From an optimization exercise on the open Yosys and OpenROAD flow, aimed at small area; shortcuts taken in it are not production practice.
In this exercise RTL edits were held to simulation tests only and were not proved equivalent to the original.
No activity file was given, so power comes from the tool's default toggle rates.

==> v24 <==
## alu_reservation_station
module alu_reservation_station (
    input  logic                     clk_in,
    input  logic                     rst_in,
    input  logic                     rdy_in,
    input  logic                     clear_in,
    input  logic                     issue_valid,
    input  logic [TYPE_BIT-1:0]      issue_type,
    input  logic [31:0]              issue_vj,
    input  logic [31:0]              issue_vk,
    input  logic                     issue_has_qj,
    input  logic                     issue_has_qk,
    input  logic [ROB_INDEX_BIT-1:0] issue_qj,
    input  logic [ROB_INDEX_BIT-1:0] issue_qk,
    input  logic [ROB_INDEX_BIT-1:0] issue_rob_id,
    output logic                     full_out,
    input  logic                     cdb_alu_ready,
    input  logic [ROB_INDEX_BIT-1:0] cdb_alu_rob_id,
    input  logic [31:0]              cdb_alu_value,
    input  logic                     cdb_lsb_ready,
    input  logic [ROB_INDEX_BIT-1:0] cdb_lsb_rob_id,
    input  logic [31:0]              cdb_lsb_value,
    output logic                     alu_req,
    output logic [TYPE_BIT-1:0]      alu_type,
    output logic [31:0]              alu_r1,
    output logic [31:0]              alu_r2,
    output logic [ROB_INDEX_BIT-1:0] alu_rob_id
);
==> flow/config.mk <==
export PLATFORM = sky130hd
export DESIGN_NAME = alu_reservation_station
export DESIGN_NICKNAME = alu_reservation_station
export VERILOG_FILES = /design/flow/design.v
export SDC_FILE = /design/flow/constraint.sdc
export NUM_CORES = 4
export LEC_CHECK = 0
export CAP_MARGIN = 0
export CORE_MARGIN = 2
export CORE_UTILIZATION = 40
export SLEW_MARGIN = 0
==> flow/constraint.sdc <==
create_clock -name core_clock -period 4.0 [get_ports {clk_in}]
set_input_delay 0.8000 -clock core_clock [delete_from_list [all_inputs] [get_ports {clk_in}]]
set_output_delay 0.8000 -clock core_clock [all_outputs]
set_load 0.01 [all_outputs]
standard.sh (not shown) runs the stock make flow with config.mk's settings and CLKGATE_MAP_FILE= SYNTH_SCRIPT=/design/flow/synth_recipe.tcl, a recipe that flattens the netlist after the stock synthesis.
==> flow/flow/run.sh <==
#!/bin/bash
# Standard layout, with smaller port buffers and no CTS dummy loads.
set -euo pipefail
cd "$(dirname "$0")/.."
bash standard.sh synth > synth.log 2>&1
export BUFFER_PORTS_ARGS="-buffer_cell sky130_fd_sc_hd__buf_1"
export CTS_ARGS="-sink_clustering_enable -repair_clock_nets -dont_use_dummy_load -buf_list sky130_fd_sc_hd__clkbuf_8"
bash standard.sh > layout.log 2>&1
==> inputs of v2, as changes to v24 <==
--- a/flow/design.v
+++ b/flow/design.v
@@ -25,27 +25,55 @@
     parameter int N = 8
 ) (
     input  logic [N-1:0] vec,
     output logic [N-1:0] onehot
 );
     assign onehot = vec & ~(vec - 1'b1);
 endmodule
+module rs_onehot_mux #(
+    parameter int N = 8,
+    parameter int W = 32
+) (
+    input  logic [N-1:0][W-1:0] words,
+    input  logic [N-1:0]        sel,
+    output logic [W-1:0]        out
+);
+    always_comb begin
+        out = '0;
+        for (int i = 0; i < N; i++) out = out | (words[i] & {W{sel[i]}});
+    end
+endmodule
 import alu_reservation_station_pkg::*;
 module rs_snoop (
     input  logic                     pend,
     input  logic [ROB_INDEX_BIT-1:0] q,
     input  logic                     a_rdy,
     input  logic [ROB_INDEX_BIT-1:0] a_id,
     input  logic                     l_rdy,
     input  logic [ROB_INDEX_BIT-1:0] l_id,
     output logic                     hit_a,
     output logic                     hit_l
 );
     assign hit_a = pend & a_rdy & (q == a_id);
     assign hit_l = pend & l_rdy & (q == l_id);
+endmodule
+module rs_wsel #(
+    parameter int W = 32
+) (
+    input  logic [W-1:0] q,
+    input  logic [W-1:0] n_val,
+    input  logic [W-1:0] a_val,
+    input  logic [W-1:0] l_val,
+    input  logic         h,
+    input  logic         n,
+    input  logic         a,
+    input  logic         l,
+    output logic [W-1:0] d
+);
+    assign d = (q & {W{h}}) | (n_val & {W{n}}) | (a_val & {W{a}}) | (l_val & {W{l}});
 endmodule
 import alu_reservation_station_pkg::*;
 module alu_reservation_station (
     input  logic                     clk_in,
     input  logic                     rst_in,
     input  logic                     rdy_in,
     input  logic                     clear_in,
@@ -123,21 +151,26 @@
         assign jw_a = ~alloc[i] & rdy_in & ja;
         assign jw_l = ~alloc[i] & rdy_in & ~ja & jl;
         assign jh   = ~jn & ~jw_a & ~jw_l;
         assign kn   = alloc[i];
         assign kw_a = ~alloc[i] & rdy_in & ka;
         assign kw_l = ~alloc[i] & rdy_in & ~ka & kl;
         assign kh   = ~kn & ~kw_a & ~kw_l;
+        logic [31:0] d_vj, d_vk;
+        rs_wsel u_wj (.q(ent_vj[i]), .n_val(new_vj), .a_val(cdb_alu_value),
+                      .l_val(cdb_lsb_value), .h(jh), .n(jn), .a(jw_a), .l(jw_l),
+                      .d(d_vj));
+        rs_wsel u_wk (.q(ent_vk[i]), .n_val(new_vk), .a_val(cdb_alu_value),
+                      .l_val(cdb_lsb_value), .h(kh), .n(kn), .a(kw_a), .l(kw_l),
+                      .d(d_vk));
         always_ff @(posedge clk_in) begin
             ent_op[i]     <= (ent_op[i] & {TYPE_BIT{~jn}}) | (issue_type & {TYPE_BIT{jn}});
             ent_rob_id[i] <= (ent_rob_id[i] & {QB{~jn}}) | (issue_rob_id & {QB{jn}});
-            ent_vj[i]     <= (ent_vj[i] & {32{jh}}) | (new_vj & {32{jn}}) |
-                             (cdb_alu_value & {32{jw_a}}) | (cdb_lsb_value & {32{jw_l}});
-            ent_vk[i]     <= (ent_vk[i] & {32{kh}}) | (new_vk & {32{kn}}) |
-                             (cdb_alu_value & {32{kw_a}}) | (cdb_lsb_value & {32{kw_l}});
+            ent_vj[i]     <= d_vj;
+            ent_vk[i]     <= d_vk;
             ent_pj[i]     <= (ent_pj[i] & jh) | (new_pj & jn);
             ent_pk[i]     <= (ent_pk[i] & kh) | (new_pk & kn);
         end
     end
     always_ff @(posedge clk_in or posedge rst_in) begin
         if (rst_in) begin
             valid_q <= '0;
@@ -151,20 +184,12 @@
                 alu_req <= |ready_vec;
             end
         end
     end
     always_ff @(posedge clk_in) begin
         sel_q <= (sel_q & {RS_SIZE{~rdy_in}}) | (pick & {RS_SIZE{rdy_in}});
     end
-    always_comb begin
-        alu_type   = '0;
-        alu_rob_id = '0;
-        alu_r1     = '0;
-        alu_r2     = '0;
-        for (int i = 0; i < RS_SIZE; i++) begin
-            alu_type   = alu_type   | (ent_op[i]     & {TYPE_BIT{sel_q[i]}});
-            alu_rob_id = alu_rob_id | (ent_rob_id[i] & {QB{sel_q[i]}});
-            alu_r1     = alu_r1     | (ent_vj[i]     & {32{sel_q[i]}});
-            alu_r2     = alu_r2     | (ent_vk[i]     & {32{sel_q[i]}});
-        end
-    end
+    rs_onehot_mux #(.N(RS_SIZE), .W(TYPE_BIT)) u_rd_op  (.words(ent_op),     .sel(sel_q), .out(alu_type));
+    rs_onehot_mux #(.N(RS_SIZE), .W(QB))       u_rd_rob (.words(ent_rob_id), .sel(sel_q), .out(alu_rob_id));
+    rs_onehot_mux #(.N(RS_SIZE), .W(32))       u_rd_r1  (.words(ent_vj),     .sel(sel_q), .out(alu_r1));
+    rs_onehot_mux #(.N(RS_SIZE), .W(32))       u_rd_r2  (.words(ent_vk),     .sel(sel_q), .out(alu_r2));
 endmodule
==> flow/flow/run.sh (replaced) <==
#!/bin/bash
# Standard layout, with smaller port buffers and no CTS dummy loads.
set -euo pipefail
cd "$(dirname "$0")/.."
bash standard.sh synth > synth.log 2>&1
export BUFFER_PORTS_ARGS="-buffer_cell sky130_fd_sc_hd__buf_1"
export CTS_ARGS="-sink_clustering_enable -repair_clock_nets -dont_use_dummy_load -buf_list sky130_fd_sc_hd__clkbuf_4 -sink_clustering_size 24"
bash standard.sh > layout.log 2>&1
- SYNTH_HIERARCHICAL: unset -> 1
- SYNTH_MINIMUM_KEEP_SIZE: unset -> 0
==> inputs of v38, as changes to v24 <==
--- a/flow/design.v
+++ b/flow/design.v
@@ -25,27 +25,95 @@
     parameter int N = 8
 ) (
     input  logic [N-1:0] vec,
     output logic [N-1:0] onehot
 );
     assign onehot = vec & ~(vec - 1'b1);
 endmodule
+module rs_onehot_mux #(
+    parameter int W = 32
+) (
+    input  logic [7:0][W-1:0] words,
+    input  logic [7:0]        sel,
+    output logic [W-1:0]      out
+);
+    logic [W-1:0] y0_n, y1_n, y2_n;
+    rs_aoi3 #(.W(W)) u_y0 (.x0(words[0]), .s0(sel[0]), .x1(words[1]), .s1(sel[1]),
+                           .x2(words[2]), .s2(sel[2]), .y_n(y0_n));
+    rs_aoi3 #(.W(W)) u_y1 (.x0(words[3]), .s0(sel[3]), .x1(words[4]), .s1(sel[4]),
+                           .x2(words[5]), .s2(sel[5]), .y_n(y1_n));
+    rs_aoi2 #(.W(W)) u_y2 (.x0(words[6]), .s0(sel[6]), .x1(words[7]), .s1(sel[7]),
+                           .y_n(y2_n));
+    assign out = ~(y0_n & y1_n & y2_n);
+endmodule
 import alu_reservation_station_pkg::*;
 module rs_snoop (
     input  logic                     pend,
     input  logic [ROB_INDEX_BIT-1:0] q,
     input  logic                     a_rdy,
     input  logic [ROB_INDEX_BIT-1:0] a_id,
     input  logic                     l_rdy,
     input  logic [ROB_INDEX_BIT-1:0] l_id,
     output logic                     hit_a,
     output logic                     hit_l
 );
     assign hit_a = pend & a_rdy & (q == a_id);
     assign hit_l = pend & l_rdy & (q == l_id);
+endmodule
+module rs_aoi3 #(
+    parameter int W = 32
+) (
+    input  logic [W-1:0] x0,
+    input  logic         s0,
+    input  logic [W-1:0] x1,
+    input  logic         s1,
+    input  logic [W-1:0] x2,
+    input  logic         s2,
+    output logic [W-1:0] y_n
+);
+    assign y_n = ~((x0 & {W{s0}}) | (x1 & {W{s1}}) | (x2 & {W{s2}}));
+endmodule
+module rs_aoi2 #(
+    parameter int W = 32
+) (
+    input  logic [W-1:0] x0,
+    input  logic         s0,
+    input  logic [W-1:0] x1,
+    input  logic         s1,
+    output logic [W-1:0] y_n
+);
+    assign y_n = ~((x0 & {W{s0}}) | (x1 & {W{s1}}));
+endmodule
+module rs_nand_sel #(
+    parameter int W = 32
+) (
+    input  logic [W-1:0] x,
+    input  logic         s,
+    output logic [W-1:0] y_n
+);
+    assign y_n = ~(x & {W{s}});
+endmodule
+module rs_wsel #(
+    parameter int W = 32
+) (
+    input  logic [W-1:0] q,
+    input  logic [W-1:0] n_val,
+    input  logic [W-1:0] a_val,
+    input  logic [W-1:0] l_val,
+    input  logic         h,
+    input  logic         n,
+    input  logic         a,
+    input  logic         l,
+    output logic [W-1:0] d
+);
+    logic [W-1:0] take_n, keep_n;
+    rs_aoi3 #(.W(W)) u_take (.x0(n_val), .s0(n), .x1(a_val), .s1(a),
+                             .x2(l_val), .s2(l), .y_n(take_n));
+    rs_nand_sel #(.W(W)) u_keep (.x(q), .s(h), .y_n(keep_n));
+    assign d = ~(take_n & keep_n);
 endmodule
 import alu_reservation_station_pkg::*;
 module alu_reservation_station (
     input  logic                     clk_in,
     input  logic                     rst_in,
     input  logic                     rdy_in,
     input  logic                     clear_in,
@@ -100,44 +168,47 @@
                       .a_rdy(cdb_alu_ready), .a_id(cdb_alu_rob_id),
                       .l_rdy(cdb_lsb_ready), .l_id(cdb_lsb_rob_id),
                       .hit_a(nj_a), .hit_l(nj_l));
     rs_snoop u_new_k (.pend(issue_has_qk), .q(issue_qk),
                       .a_rdy(cdb_alu_ready), .a_id(cdb_alu_rob_id),
                       .l_rdy(cdb_lsb_ready), .l_id(cdb_lsb_rob_id),
                       .hit_a(nk_a), .hit_l(nk_l));
-    assign new_vj = nj_a ? cdb_alu_value : nj_l ? cdb_lsb_value :
-                    issue_has_qj ? {{(32-QB){1'b0}}, issue_qj} : issue_vj;
-    assign new_vk = nk_a ? cdb_alu_value : nk_l ? cdb_lsb_value :
-                    issue_has_qk ? {{(32-QB){1'b0}}, issue_qk} : issue_vk;
+    assign new_vj = {issue_vj[31:QB], issue_has_qj ? issue_qj : issue_vj[QB-1:0]};
+    assign new_vk = {issue_vk[31:QB], issue_has_qk ? issue_qk : issue_vk[QB-1:0]};
     for (genvar i = 0; i < RS_SIZE; i++) begin : g_ent
         logic ja, jl, ka, kl;
         rs_snoop u_j (.pend(ent_pj[i]), .q(ent_vj[i][QB-1:0]),
                       .a_rdy(cdb_alu_ready), .a_id(cdb_alu_rob_id),
                       .l_rdy(cdb_lsb_ready), .l_id(cdb_lsb_rob_id),
                       .hit_a(ja), .hit_l(jl));
         rs_snoop u_k (.pend(ent_pk[i]), .q(ent_vk[i][QB-1:0]),
                       .a_rdy(cdb_alu_ready), .a_id(cdb_alu_rob_id),
                       .l_rdy(cdb_lsb_ready), .l_id(cdb_lsb_rob_id),
                       .hit_a(ka), .hit_l(kl));
         logic jn, jw_a, jw_l, jh, kn, kw_a, kw_l, kh;
-        assign jn   = alloc[i];
-        assign jw_a = ~alloc[i] & rdy_in & ja;
-        assign jw_l = ~alloc[i] & rdy_in & ~ja & jl;
-        assign jh   = ~jn & ~jw_a & ~jw_l;
-        assign kn   = alloc[i];
-        assign kw_a = ~alloc[i] & rdy_in & ka;
-        assign kw_l = ~alloc[i] & rdy_in & ~ka & kl;
-        assign kh   = ~kn & ~kw_a & ~kw_l;
+        assign jn   = alloc[i] & ~nj_a & ~nj_l;
+        assign jw_a = alloc[i] ? nj_a : rdy_in & ja;
+        assign jw_l = alloc[i] ? ~nj_a & nj_l : rdy_in & ~ja & jl;
+        assign jh   = ~alloc[i] & ~(rdy_in & (ja | jl));
+        assign kn   = alloc[i] & ~nk_a & ~nk_l;
+        assign kw_a = alloc[i] ? nk_a : rdy_in & ka;
+        assign kw_l = alloc[i] ? ~nk_a & nk_l : rdy_in & ~ka & kl;
+        assign kh   = ~alloc[i] & ~(rdy_in & (ka | kl));
+        logic [31:0] d_vj, d_vk;
+        rs_wsel u_wj (.q(ent_vj[i]), .n_val(new_vj), .a_val(cdb_alu_value),
+                      .l_val(cdb_lsb_value), .h(jh), .n(jn), .a(jw_a), .l(jw_l),
+                      .d(d_vj));
+        rs_wsel u_wk (.q(ent_vk[i]), .n_val(new_vk), .a_val(cdb_alu_value),
+                      .l_val(cdb_lsb_value), .h(kh), .n(kn), .a(kw_a), .l(kw_l),
+                      .d(d_vk));
         always_ff @(posedge clk_in) begin
-            ent_op[i]     <= (ent_op[i] & {TYPE_BIT{~jn}}) | (issue_type & {TYPE_BIT{jn}});
-            ent_rob_id[i] <= (ent_rob_id[i] & {QB{~jn}}) | (issue_rob_id & {QB{jn}});
-            ent_vj[i]     <= (ent_vj[i] & {32{jh}}) | (new_vj & {32{jn}}) |
-                             (cdb_alu_value & {32{jw_a}}) | (cdb_lsb_value & {32{jw_l}});
-            ent_vk[i]     <= (ent_vk[i] & {32{kh}}) | (new_vk & {32{kn}}) |
-                             (cdb_alu_value & {32{kw_a}}) | (cdb_lsb_value & {32{kw_l}});
+            ent_op[i]     <= (ent_op[i] & {TYPE_BIT{~alloc[i]}}) | (issue_type & {TYPE_BIT{alloc[i]}});
+            ent_rob_id[i] <= (ent_rob_id[i] & {QB{~alloc[i]}}) | (issue_rob_id & {QB{alloc[i]}});
+            ent_vj[i]     <= d_vj;
+            ent_vk[i]     <= d_vk;
             ent_pj[i]     <= (ent_pj[i] & jh) | (new_pj & jn);
             ent_pk[i]     <= (ent_pk[i] & kh) | (new_pk & kn);
         end
     end
     always_ff @(posedge clk_in or posedge rst_in) begin
         if (rst_in) begin
             valid_q <= '0;
@@ -151,20 +222,12 @@
                 alu_req <= |ready_vec;
             end
         end
     end
     always_ff @(posedge clk_in) begin
         sel_q <= (sel_q & {RS_SIZE{~rdy_in}}) | (pick & {RS_SIZE{rdy_in}});
     end
-    always_comb begin
-        alu_type   = '0;
-        alu_rob_id = '0;
-        alu_r1     = '0;
-        alu_r2     = '0;
-        for (int i = 0; i < RS_SIZE; i++) begin
-            alu_type   = alu_type   | (ent_op[i]     & {TYPE_BIT{sel_q[i]}});
-            alu_rob_id = alu_rob_id | (ent_rob_id[i] & {QB{sel_q[i]}});
-            alu_r1     = alu_r1     | (ent_vj[i]     & {32{sel_q[i]}});
-            alu_r2     = alu_r2     | (ent_vk[i]     & {32{sel_q[i]}});
-        end
-    end
-endmodule
+    rs_onehot_mux #(.W(TYPE_BIT)) u_rd_op  (.words(ent_op),     .sel(sel_q), .out(alu_type));
+    rs_onehot_mux #(.W(QB))       u_rd_rob (.words(ent_rob_id), .sel(sel_q), .out(alu_rob_id));
+    rs_onehot_mux #(.W(32))       u_rd_r1  (.words(ent_vj),     .sel(sel_q), .out(alu_r1));
+    rs_onehot_mux #(.W(32))       u_rd_r2  (.words(ent_vk),     .sel(sel_q), .out(alu_r2));
+endmodule
==> flow/flow/run.sh (replaced) <==
#!/bin/bash
# Standard layout, with smaller port buffers and no CTS dummy loads.
set -euo pipefail
cd "$(dirname "$0")/.."
bash standard.sh synth > synth.log 2>&1
export BUFFER_PORTS_ARGS="-buffer_cell sky130_fd_sc_hd__buf_1"
export CTS_ARGS="-sink_clustering_enable -repair_clock_nets -dont_use_dummy_load -buf_list sky130_fd_sc_hd__clkbuf_8 -sink_clustering_size 16 -sink_clustering_max_diameter 60"
bash standard.sh > layout.log 2>&1
- CORE_UTILIZATION: 40 -> 45
- SYNTH_HIERARCHICAL: unset -> 1
- SYNTH_MINIMUM_KEEP_SIZE: unset -> 0
==> inputs of v29, as changes to v24 <==
==> flow/run.sh (new file) <==
#!/bin/bash
# synth_recipe.tcl (not shown) runs the flow's synth.tcl, then flattens the netlist and writes it again
# the make line also repeats each setting of config.mk as NAME=value (left out here)
make -C /OpenROAD-flow-scripts/flow DESIGN_CONFIG=/design/flow/config.mk WORK_HOME=/design/flow/orfs CLKGATE_MAP_FILE= SYNTH_SCRIPT=/design/flow/synth_recipe.tcl finish
- CAP_MARGIN: 0 -> 20
- SLEW_MARGIN: 0 -> 20
removed: flow/flow/run.sh
removed: flow/standard.sh
==> results.py <==
metrics = {
    "clocking": {
        "clk_latency_ps": 1060,
        "cts-htree-levels": 4,
    },
    "final_layout": {
        "synthToLayoutAreaGrowth_pct": 10.7,
        "clk_share": 0.0361,
        "final_area_um2": 35600,
    },
    "place": {
        "place_area_um2": 34200,
        "place.gp.congestion": 0.895,
    },
    "power": {
        "pg_seq_uw": 7610,
        "power_leakage_uw": 0.0139,
    },
    "logic_synthesis": {
        "synth_area_leaders": "dfxtp_1 33%, a22oi_1 32%, edfxtp_1 7.5%",
    },
    "drt": {
        "wirelength_mm": 150,
        "dr_wl_met3_mm": 18.0,
        "wl_per_cell_um": 31.0,
    },
    "setup_path": {
        "r2r_end": "ent_vj[99]",
    },
    "global_route": {
        "grt_pass1_wl_mm": 216,
    },
    "run_status": {
        "outcome": "finished clean",
    },
}
Source of the figures above: v2

==> results.py <==
metrics = {
    "clocking": {
        "clk_latency_ps": 790,
        "cts-htree-levels": 3,
    },
    "run_status": {
        "outcome": "finished clean",
    },
    "floorplan": {
        "die_y_um": 294,
    },
    "final_layout": {
        "synthToLayoutAreaGrowth_pct": 12.3,
        "fin_nets": 3951,
        "final_area_um2": 37700,
        "clk_share": 0.0398,
    },
    "power": {
        "clkPwrFrac": 0.285,
        "power_leakage_uw": 0.0134,
        "pg_seq_uw": 8240,
    },
    "global_route": {
        "grt_pass1_wl_mm": 246,
        "busiest_layer": "met2",
    },
    "logic_synthesis": {
        "synth_area_leaders": "dfxtp_1 32%, a22oi_1 7.8%, a221o_1 7.5%",
        "ys_warn_count": 1,
    },
    "drt": {
        "dr_wl_met3_mm": 26.0,
    },
    "timing": {
        "finalSetupViolations": 0,
    },
    "place": {
        "place.gp.congestion": 1.01,
    },
    "setup_path": {
        "critPathBufInv": 2,
    },
}
Source of the figures above: v24

==> results.py <==
metrics = {
    "run_status": {
        "outcome": "complete, but fails checks",
        "so_faults": "max-capacitance violations, negative setup slack",
    },
    "drt": {
        "drcViolationCount": 0,
        "wirelength_mm": 140,
        "dr_wl_met3_mm": 19.9,
    },
    "clocking": {
        "cts-htree-levels": 2,
        "clk_latency_ps": 750,
    },
    "timing": {
        "setup_slack_ps": -16.8,
        "finalSetupViolations": 1,
    },
    "global_route": {
        "grt_pass1_wl_mm": 203,
    },
    "flow_run": {
        "cap_viol_max_count": 1,
    },
    "place": {
        "place.gp.congestion": 0.941,
        "place_area_um2": 31600,
    },
    "setup_path": {
        "r2r_end": "ent_vk[204]",
    },
    "power": {
        "pg_seq_uw": 7790,
        "p_comb_frac": 0.215,
    },
    "final_layout": {
        "clk_share": 0.0226,
        "synthToLayoutAreaGrowth_pct": 6.34,
    },
    "logic_synthesis": {
        "synth_area_leaders": "dfxtp_1 35%, a222oi_1 22%, nand2_1 13%",
    },
}
Source of the figures above: v38

==> results.py <==
metrics = {
    "final_layout": {
        "synthToLayoutAreaGrowth_pct": 20.2,
    },
    "drt": {
        "wl_per_cell_um": 36.0,
        "wirelength_mm": 177,
        "dr_wl_met3_mm": 27.1,
    },
    "power": {
        "pg_seq_uw": 8220,
        "power_leakage_uw": 0.0146,
    },
    "run_status": {
        "outcome": "finished clean",
    },
    "logic_synthesis": {
        "synth_area_leaders": "dfxtp_1 32%, a22oi_1 7.8%, a221o_1 7.5%",
    },
    "setup_path": {
        "r2r_end": "ent_vj[192]",
    },
    "clocking": {
        "clk_latency_ps": 640,
    },
    "place": {
        "place_area_um2": 37800,
    },
}
Source of the figures above: v29

==> what the ideal ports hide <==
The results above use ideal ports. As a check the final layouts listed here were re-extracted and re-timed, cells and wires unchanged.
Step 1 (the two cells are an assumption about what drives the block):
set clk [get_ports {clk_in}]
set_driving_cell -lib_cell sky130_fd_sc_hd__clkbuf_16 $clk
set_driving_cell -lib_cell sky130_fd_sc_hd__buf_2 [delete_from_list [all_inputs] $clk]
Step 2 times the ports against the registers' clock, not the clock port: input delays grow and output delays shrink by t, the midpoint of the rising clock arrivals with the driver on.
Slacks: no drivers / after step 1 / after step 2; pairs: no drivers / after step 1.
run | t, ns | setup slack, ns | worst hold slack (ns) | worst setup path at the end | slew at the worst register clock pin (ns)
v24 | 0.796 | 0.327 / 0.265 / 0.232 | 0.059 / 0.019 / 0.442 | input to register | 0.07 / 0.07
v2 | 1.078 | 0.012 / -0.056 / 0.170 | 0.120 / 0.074 / 0.482 | input to register | 0.07 / 0.07
v38 | 0.751 | -0.017 / -0.076 / 0.090 | 0.041 / 0.014 / 0.449 | input to register | 0.11 / 0.11
v29 | 0.692 | 0.331 / 0.260 / 0.225 | 0.449 / 0.417 / 0.449 | input to register | 0.07 / 0.07
For v29, which loses most, drivers alone change the setup slack by -0.071 ns; drivers and shift together by -0.106 ns.
